Background: an optimization exercise with open tools, aiming at small area, a short achievable clock period and few clock cycles per item. Do not read the settings as production practice. RTL that was checked went through simulation tests only; none was proved equivalent to the original. Only the layout flow was run in run 1; the RTL was not checked for function there.

==> flow/design.v, too long to show whole: its modules and the start of the top module <==
// module pipelined_alu: 1163 lines
// module pipelined_alu_fa: 4 lines
// module pipelined_alu_ha: 4 lines
// module pipelined_alu_be: 5 lines
module pipelined_alu #(
   parameter int WIDTH   = 32,
   parameter int LATENCY = 2,
   parameter int TAG_W   = 8
) (
   input  logic             clk,
   input  logic             reset,
   input  logic             in_valid,
   output logic             in_ready,
   input  logic [WIDTH-1:0] op_a,
   input  logic [WIDTH-1:0] op_b,
   input  logic [3:0]       opcode,
   input  logic [TAG_W-1:0] in_tag,
   output logic             out_valid,
   input  logic             out_ready,
   output logic [WIDTH-1:0] result,
   output logic [TAG_W-1:0] out_tag,
   output logic             flag_z,
   output logic             flag_c,
   output logic             flag_v,
   output logic             err,
   output logic             busy
);
  // ...
==> flow/flow/run.sh <==
#!/bin/bash
# The standard layout, with the ports buffered by buf_1 cells instead of the delay-type
# buffer that buffer_ports picks by default.
set -euo pipefail
bash standard.sh "BUFFER_PORTS_ARGS=-buffer_cell sky130_fd_sc_hd__buf_1" finish > standard_make.log 2>&1
==> flow/standard.sh <==
#!/bin/bash
# synth_recipe.tcl (not shown) runs the flow's synth.tcl, then flattens the netlist and writes it again
# the make line also repeats each setting of config.mk as NAME=value (left out here)
make -C /OpenROAD-flow-scripts/flow DESIGN_CONFIG=/design/flow/config.mk WORK_HOME=/design/flow/orfs CLKGATE_MAP_FILE= SYNTH_SCRIPT=/design/flow/synth_recipe.tcl "${@:-finish}"
==> flow/config.mk <==
export PLATFORM = sky130hd
export DESIGN_NAME = pipelined_alu
export DESIGN_NICKNAME = pipelined_alu
export VERILOG_FILES = /design/flow/design.v
export SDC_FILE = /design/flow/constraint.sdc
export NUM_CORES = 4
export LEC_CHECK = 0
export CAP_MARGIN = 20
export CORE_MARGIN = 2
export CORE_UTILIZATION = 40
export SETUP_SLACK_MARGIN = 4.5
export SLEW_MARGIN = 20
export SYNTH_HIERARCHICAL = 1
==> flow/constraint.sdc <==
create_clock -name core_clock -period 10.0 [get_ports {clk}]
set_input_delay 2.0000 -clock core_clock [delete_from_list [all_inputs] [get_ports {clk}]]
set_output_delay 2.0000 -clock core_clock [all_outputs]
set_load 0.01 [all_outputs]
==> results.txt, run 1 <==
The flow ran to the end and the layout has no timing, DRC or antenna violations. Across all register-to-register paths, the minimum setup slack is 4680 ps. Ranked by total cell area, the synthesized netlist is headed by edfxtp_1 (22%), fa_1 (19%), xnor2_1 (16%), a22oi_1 (11%), ha_1 (5.5%). After synthesis, the mean cell area works out to 10.2 um^2.

After legalization and detailed placement, the total HPWL measured 48300 um. The mapped netlist covers 21100 um^2. The remaining global-route overflow came out at 0. The clock-pin slew of the registers on the worst-case setup and hold paths is 70 ps. The count of vias placed by the detailed router came out at 16700. The non-clock inverter instance count of the final layout came out at 69. The critical path startpoint is cin. The length of routed met2 wiring came out at 31600 um. The worst slack after detailed placement came out at 4680 ps. The proportion of cell area spent on the clock network came out at 2.66%. The initial utilization of the core area, before any placement, comes to 40.3%.

Of the total synthesized cell area, the portion taken by XOR and XNOR cells is 18.3%. Counting instances, the worst hold path has a depth of 0. The highest cell delay on the worst timing path came out at 420 ps. In the synthesized netlist, mux cells make up 3.65% of the area. The final layout contains 2418 nets.

Cells fill 43.5% of the core in the end. The worst hold path terminates at tag2[4]. Global routing consumed, on the met1 layer, 33.3% of the routing resources.

The DRC violations left came out at 0. The warning count from the yosys run came out at 7. The setup fix buffers added after clock tree synthesis is 3. The combinational family with the most area after synthesis is adder cells.
==> run 2: changes to the inputs <==
--- a/flow/design.v
+++ b/flow/design.v
@@ -854,24 +854,26 @@
    wire fa225_s, fa225_c;
    pipelined_alu_fa u_fa225 (.a(fa169_s), .b(fa195_c), .c(fa196_s), .s(fa225_s), .co(fa225_c));
    wire t31 = pp0_31 ^ pp1_31 ^ pp2_31 ^ pp3_31 ^ pp4_31 ^ pp5_31 ^ pp6_31 ^ pp7_31 ^ pp8_31 ^ pp9_31 ^ pp10_31 ^ pp11_31 ^ pp12_31 ^ pp13_31 ^ pp14_31 ^ pp15_31 ^ fa13_c ^ fa14_c ^ fa15_c ^ fa16_c ^ fa61_c ^ fa62_c ^ fa63_c ^ fa64_c ^ fa119_c ^ fa120_c ^ fa121_c ^ fa168_c ^ fa169_c;
    wire [31:0] tx = {t31, fa224_c, fa223_c, fa222_c, fa221_c, fa220_c, fa219_c, fa218_c, fa217_c, fa216_c, fa215_c, fa214_c, fa213_c, fa212_c, fa211_c, fa210_c, fa209_c, fa208_c, fa207_c, fa206_c, fa205_c, fa204_c, fa203_c, fa202_c, fa201_c, fa200_c, fa199_c, fa198_c, fa197_c, bn1, pp0_1, pp0_0};
    wire [31:0] ty = {fa196_c, fa225_s, fa224_s, fa223_s, fa222_s, fa221_s, fa220_s, fa219_s, fa218_s, fa217_s, fa216_s, fa215_s, fa214_s, fa213_s, fa212_s, fa211_s, fa210_s, fa209_s, fa208_s, fa207_s, fa206_s, fa205_s, fa204_s, fa203_s, fa202_s, fa201_s, fa200_s, fa199_s, fa198_s, fa197_s, 1'b0, bn0};
    wire [31:0] x1 = use_ab1 ? ma : tx;
    wire [31:0] y1 = use_ab1 ? bm : ty;
    wire et1 = !use_ab1 & (fa225_c);
-   logic [31:0] x, y;
+   wire [31:0] p1 = {x1[31] ^ y1[31] ^ et1, x1[30:0] ^ y1[30:0]};
+   wire [31:0] g1 = x1 & y1;
+   logic [31:0] p, g;
+   logic x31;
    logic [7:0]  tag2;
-   logic e31;
    logic [3:0]  op2;
    logic cin, fill;
    always_ff @(posedge clk) begin
       if (adv) begin
-         x <= x1; y <= y1; e31 <= et1; tag2 <= tag1;
+         p <= p1; g <= g1; x31 <= x1[31]; tag2 <= tag1;
          cin <= cin1;
          fill <= fill1;
          op2 <= op1;
       end
    end
    always_ff @(posedge clk) begin
       if (!reset) begin
          v1 <= 1'b0;
@@ -886,19 +888,18 @@
    wire s_g = op2 == 4'd2 || op2 == 4'd3;
    wire s_p = op2 == 4'd3 || op2 == 4'd4;
    wire s_slt = op2 == 4'd8;
    wire s_sltu = op2 == 4'd9;
    wire s_fl = op2 == 4'd0 || op2 == 4'd1;
    wire e = op2 > 4'd10;
    logic [31:0] sum;
    logic cout;
-   wire [31:0] xx = {x[31] ^ e31, x[30:0]};
-   wire [31:0] ad_g0 = xx & y;
-   wire [31:0] ad_p0 = xx ^ y;
+   wire [31:0] ad_g0 = g;
+   wire [31:0] ad_p0 = p;
    wire ad_n1_g = ad_g0[0] | (ad_p0[0] & cin);
    wire ad_n2_g = ad_g0[1] | (ad_p0[1] & ad_g0[0]);
    wire ad_n2_p = ad_p0[1] & ad_p0[0];
    wire ad_n3_g = ad_g0[2] | (ad_p0[2] & ad_g0[1]);
    wire ad_n3_p = ad_p0[2] & ad_p0[1];
    wire ad_n4_g = ad_g0[3] | (ad_p0[3] & ad_g0[2]);
    wire ad_n4_p = ad_p0[3] & ad_p0[2];
    wire ad_n5_g = ad_g0[4] | (ad_p0[4] & ad_g0[3]);
@@ -1130,37 +1131,37 @@
    wire ad_n132_g = ad_n115_g | (ad_n115_p & ad_n99_g);
    wire ad_n133_g = ad_n116_g | (ad_n116_p & ad_n100_g);
    wire ad_n134_g = ad_n117_g | (ad_n117_p & ad_n101_g);
    wire ad_n134_p = ad_n117_p & ad_n101_p;
    wire ad_n135_g = ad_n134_g | (ad_n134_p & cin);
    wire [31:0] ad_c = {ad_n133_g, ad_n132_g, ad_n131_g, ad_n130_g, ad_n129_g, ad_n128_g, ad_n127_g, ad_n126_g, ad_n125_g, ad_n124_g, ad_n123_g, ad_n122_g, ad_n121_g, ad_n120_g, ad_n119_g, ad_n118_g, ad_n100_g, ad_n99_g, ad_n98_g, ad_n97_g, ad_n96_g, ad_n95_g, ad_n94_g, ad_n93_g, ad_n67_g, ad_n66_g, ad_n65_g, ad_n64_g, ad_n34_g, ad_n33_g, ad_n1_g, cin};
    assign sum = ad_p0 ^ ad_c;
    assign cout = ad_n135_g;
-   wire [31:0] g = x & y;
-   wire [31:0] p = xx ^ y;
+   wire same31 = !p[31];
+   wire [30:0] or30 = g[30:0] | p[30:0];
    logic [31:0] sumf, res;
    always_comb begin
       for (int i = 0; i < 32; i++) begin
          sumf[i] = sum[i] ^ fill;
       end
       for (int i = 0; i < 32; i++) begin
          res[i] = (s_sum & sum[i]) | (s_rev & sumf[31-i]) | (s_g & g[i]) | (s_p & p[i]);
       end
-      res[0] = res[0] | (s_slt & ((x[31] == y[31]) ? x[31] : sum[31])) | (s_sltu & !cout);
+      res[0] = res[0] | (s_slt & (same31 ? x31 : sum[31])) | (s_sltu & !cout);
    end
    wire c2 = s_fl & (cout ^ cin);
-   wire v2f = s_fl & (x[31] == y[31]) & (sum[31] ^ x[31]);
+   wire v2f = s_fl & same31 & (sum[31] ^ x31);
    assign result = res;
    assign out_tag = tag2;
-   wire [31:0] zt = {x[30:0] | y[30:0], cin};
+   wire [31:0] zt = {or30, cin};
    wire z_sum = &(p ~^ zt);
    wire z_log = ~|((({32{s_g}} & g) | ({32{s_p}} & p)));
    wire z_ar = !(s_sum | s_rev) | (z_sum & !fill);
-   wire slt_b = (x[31] == y[31]) ? x[31] : sum[31];
+   wire slt_b = same31 ? x31 : sum[31];
    assign flag_z = z_log & z_ar & !(s_slt & slt_b) & !(s_sltu & !cout);
    assign flag_c = c2;
    assign flag_v = v2f;
    assign err = e;
 endmodule
 module pipelined_alu_fa (input logic a, b, c, output logic s, co);
    assign s  = a ^ b ^ c;
    assign co = (a & b) | (c & (a ^ b));
==> flow/flow/run.sh (replaced) <==
#!/bin/bash
# The standard layout, with the ports buffered by buf_2 cells instead of the delay-type
# buffer that buffer_ports picks by default.
set -euo pipefail
bash standard.sh "BUFFER_PORTS_ARGS=-buffer_cell sky130_fd_sc_hd__buf_2" finish > standard_make.log 2>&1
==> run 2 against run 1 <==
Highest routed layer is now met4. Still clean on timing, DRC and antenna. Fmax is 0.81% lower. Synthesized cell count is 3.2% lower. Synthesized area is 2.8% lower.
==> results.txt, run 2 <==
The number of hold-slack violations in the final timing report came out at 0. The total area inside the core boundary comes to 50400 um^2. The chip width came out at 230 um. The initial antenna violation count is 1. The warning count from the yosys run came out at 7 (unchanged). The setup total negative slack came out at 0 ps. The DRC violations left is 0 (unchanged). TritonCTS built the clock tree.

Counting cells, the worst reg-to-reg path comes to 18. The number of buffer cells added on primary ports came out at 126. In this run the worst hold path is classified as reg -> reg. The maximum clock path buffer count came out at 2. In the post-synthesis netlist, the cell with the most instances is xnor2_1. The worst slew margin relative to its limit came out at 33.6%. The worst slack after detailed placement is 3820 ps (-853 ps). The utilization after layout is 45.3% (+1.7 points). The final setup violation count is 0. The final standard cell count with taps included and fillers excluded came out at 2722. The synthesis-to-layout area growth came out at 11.3%. The total number of placement rows is 82. The share of post-route cells with drive strength above 1 came out at 19.3%. The wire length of the first global-routing pass came out at 102000 um. The number of nets in the layout is 2375 (-1.8%). Setup repair after global routing could not meet its margin everywhere.

In the synthesized netlist, the number of instances is 2007. The synthesized design spends more area on one cell type than any other, namely edfxtp_1. Along the worst path, the maximum fanout reaches 7. The flow ran to the end and the layout has no timing, DRC or antenna violations. The starting density of the core came out at 40.7% (+0.40 points).

The tree is rooted in a clkbuf_16. The total routing resource utilization after global routing is 25.2%. The library cells used most frequently in the layout, excluding fill and tap cells, are xnor2_1 (371), a22oi_1 (297), fa_1 (196), edfxtp_1 (156), buf_2 (126).

By area the synthesized netlist is led by edfxtp_1 (23%), fa_1 (19%), xnor2_1 (16%), a22oi_1 (11%), ha_1 (3.8%). Clock tree synthesis inserted a total of 17 buffers. The post-synthesis cell area is 20500 um^2 (-2.8%). The count of placed standard cells including taps is 2632. The actual transition at the worst max-transition pin came out at 993 ps. The worst register-to-register path ends at p[31].

In this run the most critical hold path is launched from fill1. The final antenna diode count came out at 0. The later-pin clock latency in the skew report is 450 ps. The fraction of the yosys area taken by sequential cells came out at 23.1%. The number of enable-type register cells in the synthesized netlist came out at 156. The pin count of the biggest net entering global routing is 69.

The total routed wirelength is 68200 um. The final cycle utilization of the critical path is 54.4%. The most common cell after layout, fill and taps aside is xnor2_1. The worst setup skew after layout came out at 10.9 ps.

The count of nets left with antenna violations after detail routing is 0. The portion of synthesized cell area occupied by the leading cell type is 22.9%. The via count of the first global-routing pass came out at 16800. The final critical-path required period came out at 5440 ps. For this run, asynchronously set or reset flops after synthesis account for 0%.

STA classifies the critical path startpoint as a register. The worst register-to-register path begins at bm[11].

STA puts the critical path data required time at 8000 ps. The total of flip-flops plus latches after synthesis came out at 158. The capture endpoint of the worst hold path is fill. The H-tree depth reported by CTS is 4.

The clock-pin slew of the registers on the worst-case setup and hold paths was 70 ps (about the same). Data arrives at the worst endpoint at 3440 ps. The total number of clock tree sinks is 158. The post-route worst setup slack came out at 4560 ps. The instance count along the most critical hold path came to 0 (unchanged). The remaining global-route overflow is 0 (unchanged). The maximum clock frequency is 0.184 GHz. The number of maximum-capacitance constraint violations came out at 0. The count of vias placed by the detailed router came out at 16700 (-0.012%). The worst-case register-to-register setup slack came out at 4680 ps (about the same). For this run, the leading register cell type out of synthesis is edfxtp_1. The half-perimeter wire length after detailed placement came out at 47000 um (-2.7%). The number of placed I/O pins is 127. The floorplan step defined a die boundary enclosing 53100 um^2. The mean instance size in the synthesized netlist is 10.2 um^2 (+0.39%). The number of buffers inserted for hold repair after clock tree synthesis is 0. The per-cell via count in the routed design is 6.13. The last weighted congestion value of the routability-driven placer is 0.951. The critical path is of the reg -> out type. The die span in y is 230 um. The number of distinct library cell variants in the gate-level netlist after synthesis came out at 74. The count of pins over their slew limit is 0.

In the final routed layout, each cell accounts on average for 25.1 um. The number of design-rule violations left by the first detailed-router iteration is 1793. The first-pass iteration count of the detailed router is 8. The commonest cells after synthesis are xnor2_1 (371), a22oi_1 (297), fa_1 (196). The element type at the critical path end is an output port.
## run 2: kinds of logic after synthesis
family                     after synthesis  share of synthesized area [%]
AOI/OAI and AO/OA                      572                           20.2
xor gates and xnor gates               425                           18.4
adders and majority gates              258                           22.9
buffers and inverters                  249                           5.46
DFF                                    158                           23.1
muxes                                   62                           3.40
other                                    1                         0.0183
and+or+nand+nor                        282                           6.53
## run 2: routing by layer
metal	part of all wire (%)	track usage, %	up-vias	wire length (um)
met5	0	0	-	0
met4	4.6	11.6	0	3150
met3	8.3	4.58	177	5660
met2	46	39.9	863	31300
met1	41	33.6	8400	28100
li1	-	-	7255	-
## run 2: cell type report
class	instances	area, um^2
inverters	16	60.1
clock inverters	13	153
repair buffers	242	1770
flip-flops and latches	158	4720
well taps	672	841
multi-input cells	1602	14800
clock buffers	19	433
fillers	4724	27600
## run 2: how the worst max path moves through the flow
stage	startpoint	endpoint	slack, ps	cells after the start
floorplan	out_ready	in_ready	4840	1
global placement	bm[3]	p[31]	3910	19
detailed placement	bm[3]	p[31]	3820	19
CTS	bm[7]	p[31]	4460	19
global route	bm[15]	p[31]	4390	19
finish	p[9]	result[1]	4560	10
## run 2: worst max-delay path, cell delays in order, from the launching register on
cell	delay [ps]
edfxtp_1	470
and3_1	290
nor3b_2	340
o2111a_2	320
o2111a_2	260
o311ai_4	150
a211oi_2	380
nor2_2	90
xnor3_1	220
a221o_1	340
buf_2	150
## run 2: Yosys stat by module (local to each module, per instance)
module / times used / flops+latches / cells / cell area, um^2
pipelined_alu: 1 / 158 / 1702 / 15600
pipelined_alu_be: 16 / 0 / 5 / 38.8
pipelined_alu_fa: 196 / 0 / 1 / 20.0
pipelined_alu_ha: 29 / 0 / 1 / 12.5
## run 2: stage by stage
step,cell area [um^2],hold WS (ps)
after floorplan,20500,400
after global placement,21400,400
after detailed placement,21400,408
after CTS,22200,420
after global routing,22800,435
final,22800,417
## run 2: repair_timing
action,in CTS,in global routing
setup buffers,16,35
endpoints found under the setup margin,46,20
gates cloned,0,5
pin swaps,1,20
resized for setup,17,43
Testbench counts of run 2, summed over its fixed seeds: cycles 16,016, items 16,000.

-- afterwards: timing with drivers on the ports --
Ports are ideal in the flow. The routed layouts listed here were re-timed in OpenROAD.
Step 1 assumes that a clkbuf_16 drives the clock port and a buf_2 every other input.
Step 2 moves the port delays by t, midway between the first and last clock arrival at a register: inputs arrive t later, outputs are due t later. That takes back most of the time a late clock gives input paths.
Slacks: ideal ports / drivers / drivers and shift; pairs: ideal ports / drivers.
| run | t, ns | setup WS [ns] | worst hold slack (ns) | worst setup path at the end |
|---|---|---|---|---|
| run 1 | 0.512 | 4.605 / 4.548 / 4.681 | 0.420 / 0.420 / 0.420 | register to register |
| run 2 | 0.499 | 4.561 / 4.508 / 4.676 | 0.417 / 0.417 / 0.417 | register to register |
After both steps setup and hold are still met in every run listed.
